Source: an optimization exercise on an open RTL-to-GDS flow (aim: small area and a short achievable clock period). Production flows keep margins and buffers that such runs may drop.
Only simulation tests tie the RTL to the original design; equivalence was not proved.
Power is estimated from default activity; no workload was simulated.

## osd_overlay_top
module osd_overlay_top (
    input  logic        clk_video,
    input  logic        rst_n,
    input  logic        cmd_frame,
    input  logic        cmd_valid,
    input  logic [7:0]  cmd_byte,
    input  logic [23:0] video_in,
    input  logic        de_in,
    input  logic        hs_in,
    input  logic        vs_in,
    input  logic [11:0] pixel_x,
    input  logic [11:0] pixel_y,
    output logic [23:0] video_out,
    output logic        de_out,
    output logic        hs_out,
    output logic        vs_out,
    output logic [31:0] status,
    output logic [15:0] joystick_0,
    output logic [15:0] joystick_1
);
Settings: LEC_CHECK=0, CAP_MARGIN=20, CORE_MARGIN=2, CORE_UTILIZATION=55, CTS_CLUSTER_DIAMETER=80, CTS_CLUSTER_SIZE=28, SETUP_SLACK_MARGIN=4.0, SLEW_MARGIN=20; clock period 7.0 ns.
run.sh (not shown) runs the stock make flow with config.mk's settings and CLKGATE_MAP_FILE= SYNTH_SCRIPT=/design/flow/synth_recipe.tcl, a recipe that flattens the netlist after the stock synthesis.
Rerun with:
--- a/flow/design.v
+++ b/flow/design.v
@@ -224,24 +224,17 @@
                 | ({8{hit_2}} & t2_data);
     end
     logic [15:0] a_row;
     logic [7:0]  a_grp;
     logic [7:0]  a_data;
     logic [15:0] b_row;
     logic [7:0]  b_data;
-    always_ff @(posedge clk_video or negedge rst_n) begin
-        if (!rst_n) begin
-            a_row <= 16'd0;
-            b_row <= 16'd0;
-        end else begin
-            a_row <= nx_en ? (16'd1 << nx_addr[8:5]) : 16'd0;
-            b_row <= to_b ? (16'd1 << buf_in.addr[8:5]) : 16'd0;
-        end
-    end
     always_ff @(posedge clk_video) begin
+        a_row  <= nx_en ? (16'd1 << nx_addr[8:5]) : 16'd0;
+        b_row  <= to_b ? (16'd1 << buf_in.addr[8:5]) : 16'd0;
         a_grp  <= 8'd1 << nx_addr[4:2];
         a_data <= nx_data ^ {8{inv_due}};
         b_data <= buf_in.data ^ {8{inv_due}};
     end
     logic [4095:0] st;
     genvar r, j;
     generate
@@ -312,38 +305,30 @@
     assign cnt_next = count + 3'd1;
     assign pos      = pixel_x[4:3] + cnt_next[1:0];
     assign age      = cnt_next - {1'b0, pos};
     logic       s1_visible;
     logic       s1_row7;
     logic       s1_inv;
     logic [5:0] s1_sel_b;
-    always_ff @(posedge clk_video or negedge rst_n) begin
-        if (!rst_n) begin
-            s1_visible <= 1'b0;
-        end else begin
-            s1_visible <= in_window;
-        end
+    always_ff @(posedge clk_video) begin
+        s1_visible <= in_window;
     end
     always_ff @(posedge clk_video) begin
         s1_row7  <= (pixel_y[2:0] == 3'd7);
         s1_inv   <= age[2];
         s1_sel_b <= {~pixel_y[6], pixel_y[5:3], ~pixel_x[7], pixel_x[6]};
         oh_lp    <= 8'd1 << {pixel_x[5], pos};
         oh_bit   <= 8'd1 << ~pixel_x[2:0];
     end
     logic       s2_visible;
     logic       s2_row7;
     logic       s2_inv;
     logic [5:0] s2_sel_b;
-    always_ff @(posedge clk_video or negedge rst_n) begin
-        if (!rst_n) begin
-            s2_visible <= 1'b0;
-        end else begin
-            s2_visible <= s1_visible;
-        end
+    always_ff @(posedge clk_video) begin
+        s2_visible <= s1_visible;
     end
     always_ff @(posedge clk_video) begin
         s2_row7  <= s1_row7;
         s2_inv   <= s1_inv;
         s2_sel_b <= s1_sel_b;
     end
     assign osd_visible = s2_visible;
@@ -357,29 +342,34 @@
     input  logic       osd_visible,
     input  logic       osd_pixel,
     output osd_pkg::video_bus_t video_out
 );
     osd_pkg::video_bus_t video_d1;
     osd_pkg::video_bus_t video_d2;
     logic [23:0] dim_rgb;
+    logic [1:0] warm;
     always_ff @(posedge clk_video or negedge rst_n) begin
         if (!rst_n) begin
-            video_d1 <= osd_pkg::video_reset;
-            video_d2 <= osd_pkg::video_reset;
+            warm <= 2'b00;
         end else begin
-            video_d1 <= video_in;
-            video_d2 <= video_d1;
+            warm <= {warm[0], 1'b1};
         end
     end
+    always_ff @(posedge clk_video) begin
+        video_d1 <= video_in;
+        video_d2 <= video_d1;
+    end
     assign dim_rgb = {1'b0, video_d2.rgb[23:17],
                       1'b0, video_d2.rgb[15:9],
                       1'b0, video_d2.rgb[7:1]};
     always_ff @(posedge clk_video or negedge rst_n) begin
         if (!rst_n) begin
             video_out <= osd_pkg::video_reset;
+        end else if (!warm[1]) begin
+            video_out <= osd_pkg::video_reset;
         end else begin
             video_out.de <= video_d2.de;
             video_out.hs <= video_d2.hs;
             video_out.vs <= video_d2.vs;
             if (osd_visible && osd_pixel) begin
                 video_out.rgb <= osd_pkg::osd_fg_color;
             end else if (osd_visible) begin
Result:
- non-clock buffer count went up by 11
- clock power hardly moves
- sequential cell count went up by 2
- routed wire length went up by 0.41%
- critical path depth is unchanged
- count of clock-buffer cells in the layout went down by 6
- global-route usage went up by 0.15 points
- fmax went down by 0.52%

---

Another version of the RTL of osd_overlay_top (not shown whole).
Size: about 4400 flip-flops, ~150 I/O pins, about 0.13 mm² of cells after synthesis.
==> module osd_char_buffer, before the edit <==
module osd_char_buffer (
    input  logic                      clk_video,
    input  logic                      rst_n,
    input  osd_pkg::buf_wr_t          buf_in,
    input  osd_pkg::buf_wr_t          buf_wr,
    output logic [2:0]                count,
    input  logic [7:0]                oh_lp,
    input  logic [7:0]                oh_bit,
    output logic [63:0]               cand
);
    localparam int aw = osd_pkg::buf_addr_width;
    logic [2:0] cnt;
    always_ff @(posedge clk_video) begin
        cnt <= cnt + 3'd1;
    end
    assign count = cnt;
    logic          t1_en;
    logic          t2_en;
    logic [aw-1:0] t1_addr;
    logic [aw-1:0] t2_addr;
    logic [7:0]    t1_data;
    logic [7:0]    t2_data;
    always_ff @(posedge clk_video or negedge rst_n) begin
        if (!rst_n) begin
            t1_en <= 1'b0;
            t2_en <= 1'b0;
        end else begin
            t1_en <= buf_wr.en;
            t2_en <= t1_en;
        end
    end
    always_ff @(posedge clk_video) begin
        t1_addr <= buf_wr.addr;
        t1_data <= buf_wr.data;
        t2_addr <= t1_addr;
        t2_data <= t1_data;
    end
    logic [2:0] cnt_next;
    logic [1:0] s_due;
    logic       inv_due;
    assign cnt_next = cnt + 3'd1;
    assign s_due    = ~cnt_next[1:0];
    assign inv_due  = ~cnt_next[2] ^ (cnt_next[1:0] == 2'b11);
    logic       hit_in;
    logic       hit_0;
    logic       hit_1;
    logic       hit_2;
    logic       to_b;
    assign hit_in = buf_in.en && (buf_in.addr[1:0] == s_due);
    assign hit_0  = buf_wr.en && (buf_wr.addr[1:0] == s_due);
    assign hit_1  = t1_en && (t1_addr[1:0] == s_due);
    assign hit_2  = t2_en && (t2_addr[1:0] == s_due);
    assign to_b   = hit_in && (buf_in.addr[4:2] == 3'd0);
    logic          nx_en;
    logic [aw-1:0] nx_addr;
    logic [7:0]    nx_data;
    always_comb begin
        nx_en   = (hit_in && !to_b) || hit_0 || hit_1 || hit_2;
        nx_addr = ({aw{hit_in && !to_b}} & buf_in.addr)
                | ({aw{hit_0}} & buf_wr.addr)
                | ({aw{hit_1}} & t1_addr)
                | ({aw{hit_2}} & t2_addr);
        nx_data = ({8{hit_in && !to_b}} & buf_in.data)
                | ({8{hit_0}} & buf_wr.data)
                | ({8{hit_1}} & t1_data)
                | ({8{hit_2}} & t2_data);
    end
    logic [15:0] a_row;
    logic [7:0]  a_grp;
    logic [7:0]  a_data;
    logic        b_en;
    logic        b_inv;
    logic [15:0] b_row;
    logic [7:0]  b_data;
    always_ff @(posedge clk_video) begin
        a_row  <= nx_en ? (16'd1 << nx_addr[8:5]) : 16'd0;
        b_en   <= to_b;
        b_inv  <= inv_due;
        a_grp  <= 8'd1 << nx_addr[4:2];
        a_data <= nx_data ^ {8{inv_due}};
    end
    assign b_row  = b_en ? (16'd1 << buf_wr.addr[8:5]) : 16'd0;
    assign b_data = buf_wr.data ^ {8{b_inv}};
    logic [4095:0] st;
    genvar r, j;
    generate
        for (r = 0; r < 16; r++) begin : g_row
            for (j = 0; j < 8; j++) begin : g_grp
                logic [31:0] lp;
                logic        ld_a;
                assign ld_a = a_row[r] & a_grp[j];
                if (j == 0) begin : g_b
                    always_ff @(posedge clk_video) begin
                        lp[31:8] <= lp[23:0];
                        if (b_row[r])
                            lp[7:0] <= ~b_data;
                        else if (ld_a)
                            lp[7:0] <= ~a_data;
                        else
                            lp[7:0] <= ~lp[31:24];
                    end
                end else begin : g_a
                    always_ff @(posedge clk_video) begin
                        lp[31:8] <= lp[23:0];
                        if (ld_a)
                            lp[7:0] <= ~a_data;
                        else
                            lp[7:0] <= ~lp[31:24];
                    end
                end
                assign st[(r * 8 + j) * 32 +: 32] = lp;
            end
        end
    endgenerate
    genvar g;
    generate
        for (g = 0; g < 64; g++) begin : g_cand
            logic [7:0] part;
            for (genvar l = 0; l < 8; l++) begin : g_lp
                assign part[l] = oh_lp[l] & |(oh_bit & st[g * 64 + l * 8 +: 8]);
            end
            always_ff @(posedge clk_video) begin
                cand[g] <= |part;
            end
        end
    endgenerate
endmodule
==> module osd_video_mixer, before the edit <==
module osd_video_mixer (
    input  logic       clk_video,
    input  logic       rst_n,
    input  osd_pkg::video_bus_t video_in,
    input  logic       osd_visible,
    input  logic       osd_dark,
    input  logic       osd_inv,
    input  logic       osd_bit,
    output osd_pkg::video_bus_t video_out
);
    osd_pkg::video_bus_t video_d1;
    osd_pkg::video_bus_t video_d2;
    logic [23:0] dim_rgb;
    logic [23:0] rgb_bit1;
    logic [23:0] rgb_bit0;
    logic [1:0] warm;
    always_ff @(posedge clk_video or negedge rst_n) begin
        if (!rst_n) begin
            warm <= 2'b00;
        end else begin
            warm <= {warm[0], 1'b1};
        end
    end
    always_ff @(posedge clk_video) begin
        video_d1 <= video_in;
        video_d2 <= video_d1;
    end
    assign dim_rgb = {1'b0, video_d2.rgb[23:17],
                      1'b0, video_d2.rgb[15:9],
                      1'b0, video_d2.rgb[7:1]};
    always_comb begin
        if (!osd_visible) begin
            rgb_bit1 = video_d2.rgb;
            rgb_bit0 = video_d2.rgb;
        end else if (osd_dark) begin
            rgb_bit1 = dim_rgb;
            rgb_bit0 = dim_rgb;
        end else if (osd_inv) begin
            rgb_bit1 = dim_rgb;
            rgb_bit0 = osd_pkg::osd_fg_color;
        end else begin
            rgb_bit1 = osd_pkg::osd_fg_color;
            rgb_bit0 = dim_rgb;
        end
    end
    logic [23:0] rgb_q;
    logic        de_q;
    logic        hs_n_q;
    logic        vs_n_q;
    always_ff @(posedge clk_video or negedge rst_n) begin
        if (!rst_n) begin
            rgb_q  <= 24'd0;
            de_q   <= 1'b0;
            hs_n_q <= 1'b0;
            vs_n_q <= 1'b0;
        end else if (!warm[1]) begin
            rgb_q  <= 24'd0;
            de_q   <= 1'b0;
            hs_n_q <= 1'b0;
            vs_n_q <= 1'b0;
        end else begin
            de_q   <= video_d2.de;
            hs_n_q <= ~video_d2.hs;
            vs_n_q <= ~video_d2.vs;
            rgb_q  <= osd_bit ? rgb_bit1 : rgb_bit0;
        end
    end
    assign video_out = {rgb_q, de_q, ~hs_n_q, ~vs_n_q};
endmodule
clock: 7.0 ns
lec_check: 0
cap_margin: 20
core_margin: 2
core_utilization: 70
cts_cluster_diameter: 70
cts_cluster_size: 30
setup_slack_margin: 4.5
slew_margin: 20
The baseline produced a clean layout.
Rerun with:
--- a/flow/design.v
+++ b/flow/design.v
@@ -223,25 +223,21 @@
                 | ({8{hit_1}} & t1_data)
                 | ({8{hit_2}} & t2_data);
     end
     logic [15:0] a_row;
     logic [7:0]  a_grp;
     logic [7:0]  a_data;
-    logic        b_en;
-    logic        b_inv;
     logic [15:0] b_row;
     logic [7:0]  b_data;
     always_ff @(posedge clk_video) begin
         a_row  <= nx_en ? (16'd1 << nx_addr[8:5]) : 16'd0;
-        b_en   <= to_b;
-        b_inv  <= inv_due;
+        b_row  <= to_b ? (16'd1 << buf_in.addr[8:5]) : 16'd0;
         a_grp  <= 8'd1 << nx_addr[4:2];
         a_data <= nx_data ^ {8{inv_due}};
+        b_data <= buf_in.data ^ {8{inv_due}};
     end
-    assign b_row  = b_en ? (16'd1 << buf_wr.addr[8:5]) : 16'd0;
-    assign b_data = buf_wr.data ^ {8{b_inv}};
     logic [4095:0] st;
     genvar r, j;
     generate
         for (r = 0; r < 16; r++) begin : g_row
             for (j = 0; j < 8; j++) begin : g_grp
                 logic [31:0] lp;
@@ -385,35 +381,24 @@
             rgb_bit0 = osd_pkg::osd_fg_color;
         end else begin
             rgb_bit1 = osd_pkg::osd_fg_color;
             rgb_bit0 = dim_rgb;
         end
     end
-    logic [23:0] rgb_q;
-    logic        de_q;
-    logic        hs_n_q;
-    logic        vs_n_q;
     always_ff @(posedge clk_video or negedge rst_n) begin
         if (!rst_n) begin
-            rgb_q  <= 24'd0;
-            de_q   <= 1'b0;
-            hs_n_q <= 1'b0;
-            vs_n_q <= 1'b0;
+            video_out <= osd_pkg::video_reset;
         end else if (!warm[1]) begin
-            rgb_q  <= 24'd0;
-            de_q   <= 1'b0;
-            hs_n_q <= 1'b0;
-            vs_n_q <= 1'b0;
+            video_out <= osd_pkg::video_reset;
         end else begin
-            de_q   <= video_d2.de;
-            hs_n_q <= ~video_d2.hs;
-            vs_n_q <= ~video_d2.vs;
-            rgb_q  <= osd_bit ? rgb_bit1 : rgb_bit0;
+            video_out.de <= video_d2.de;
+            video_out.hs <= video_d2.hs;
+            video_out.vs <= video_d2.vs;
+            video_out.rgb <= osd_bit ? rgb_bit1 : rgb_bit0;
         end
     end
-    assign video_out = {rgb_q, de_q, ~hs_n_q, ~vs_n_q};
 endmodule
 `timescale 1ns/1ps
 module osd_overlay_top (
     input  logic        clk_video,
     input  logic        rst_n,
     input  logic        cmd_frame,
Outcome:
- The changed run completed with no timing, DRC or antenna violations
- global-route usage is higher by 0.63 points
- combinational power came out higher by about 9%
- register-to-register slack gains 0.10 ns
- power is about the same
- setup slack got worse by 0.069 ns
- clock power barely changes
- design area came out higher by 0.33%

## separate check: timing with driven ports
The results above use ideal ports. As a check the final layouts listed here were re-extracted and re-timed, cells and wires unchanged.
Step 1, drivers: a clkbuf_16 drives clk_video and a buf_2 each remaining input, both assumed.
Step 2 times the ports against the registers' clock, not the clock port: input delays grow and output delays shrink by t, the midpoint of the rising clock arrivals with the driver on.
Three values: ideal, step 1, step 2; two values: the first two.
| run | t, ns | slack for setup (ns) | worst setup path after step 2 | worst register clock-pin slew, ns | pins driven straight from the clock port |
|---|---|---|---|---|---|
| the first run of note 1 | 0.957 | 4.050 / 3.974 / 3.166 | input to register | 0.11 / 0.11 | 1 |
| the second run of note 1 | 0.958 | 4.035 / 3.981 / 3.261 | input to register | 0.11 / 0.11 | 1 |
| the first run of note 2 | 0.964 | 4.166 / 4.068 / 3.665 | input to register | 0.11 / 0.11 | 1 |
| the second run of note 2 | 0.957 | 4.098 / 4.004 / 3.729 | input to register | 0.11 / 0.11 | 1 |
After both steps setup and hold are still met in every run listed. The setup slack of the first run of note 1, which loses most, moves by -0.076 ns with the drivers and by -0.884 ns with both steps.
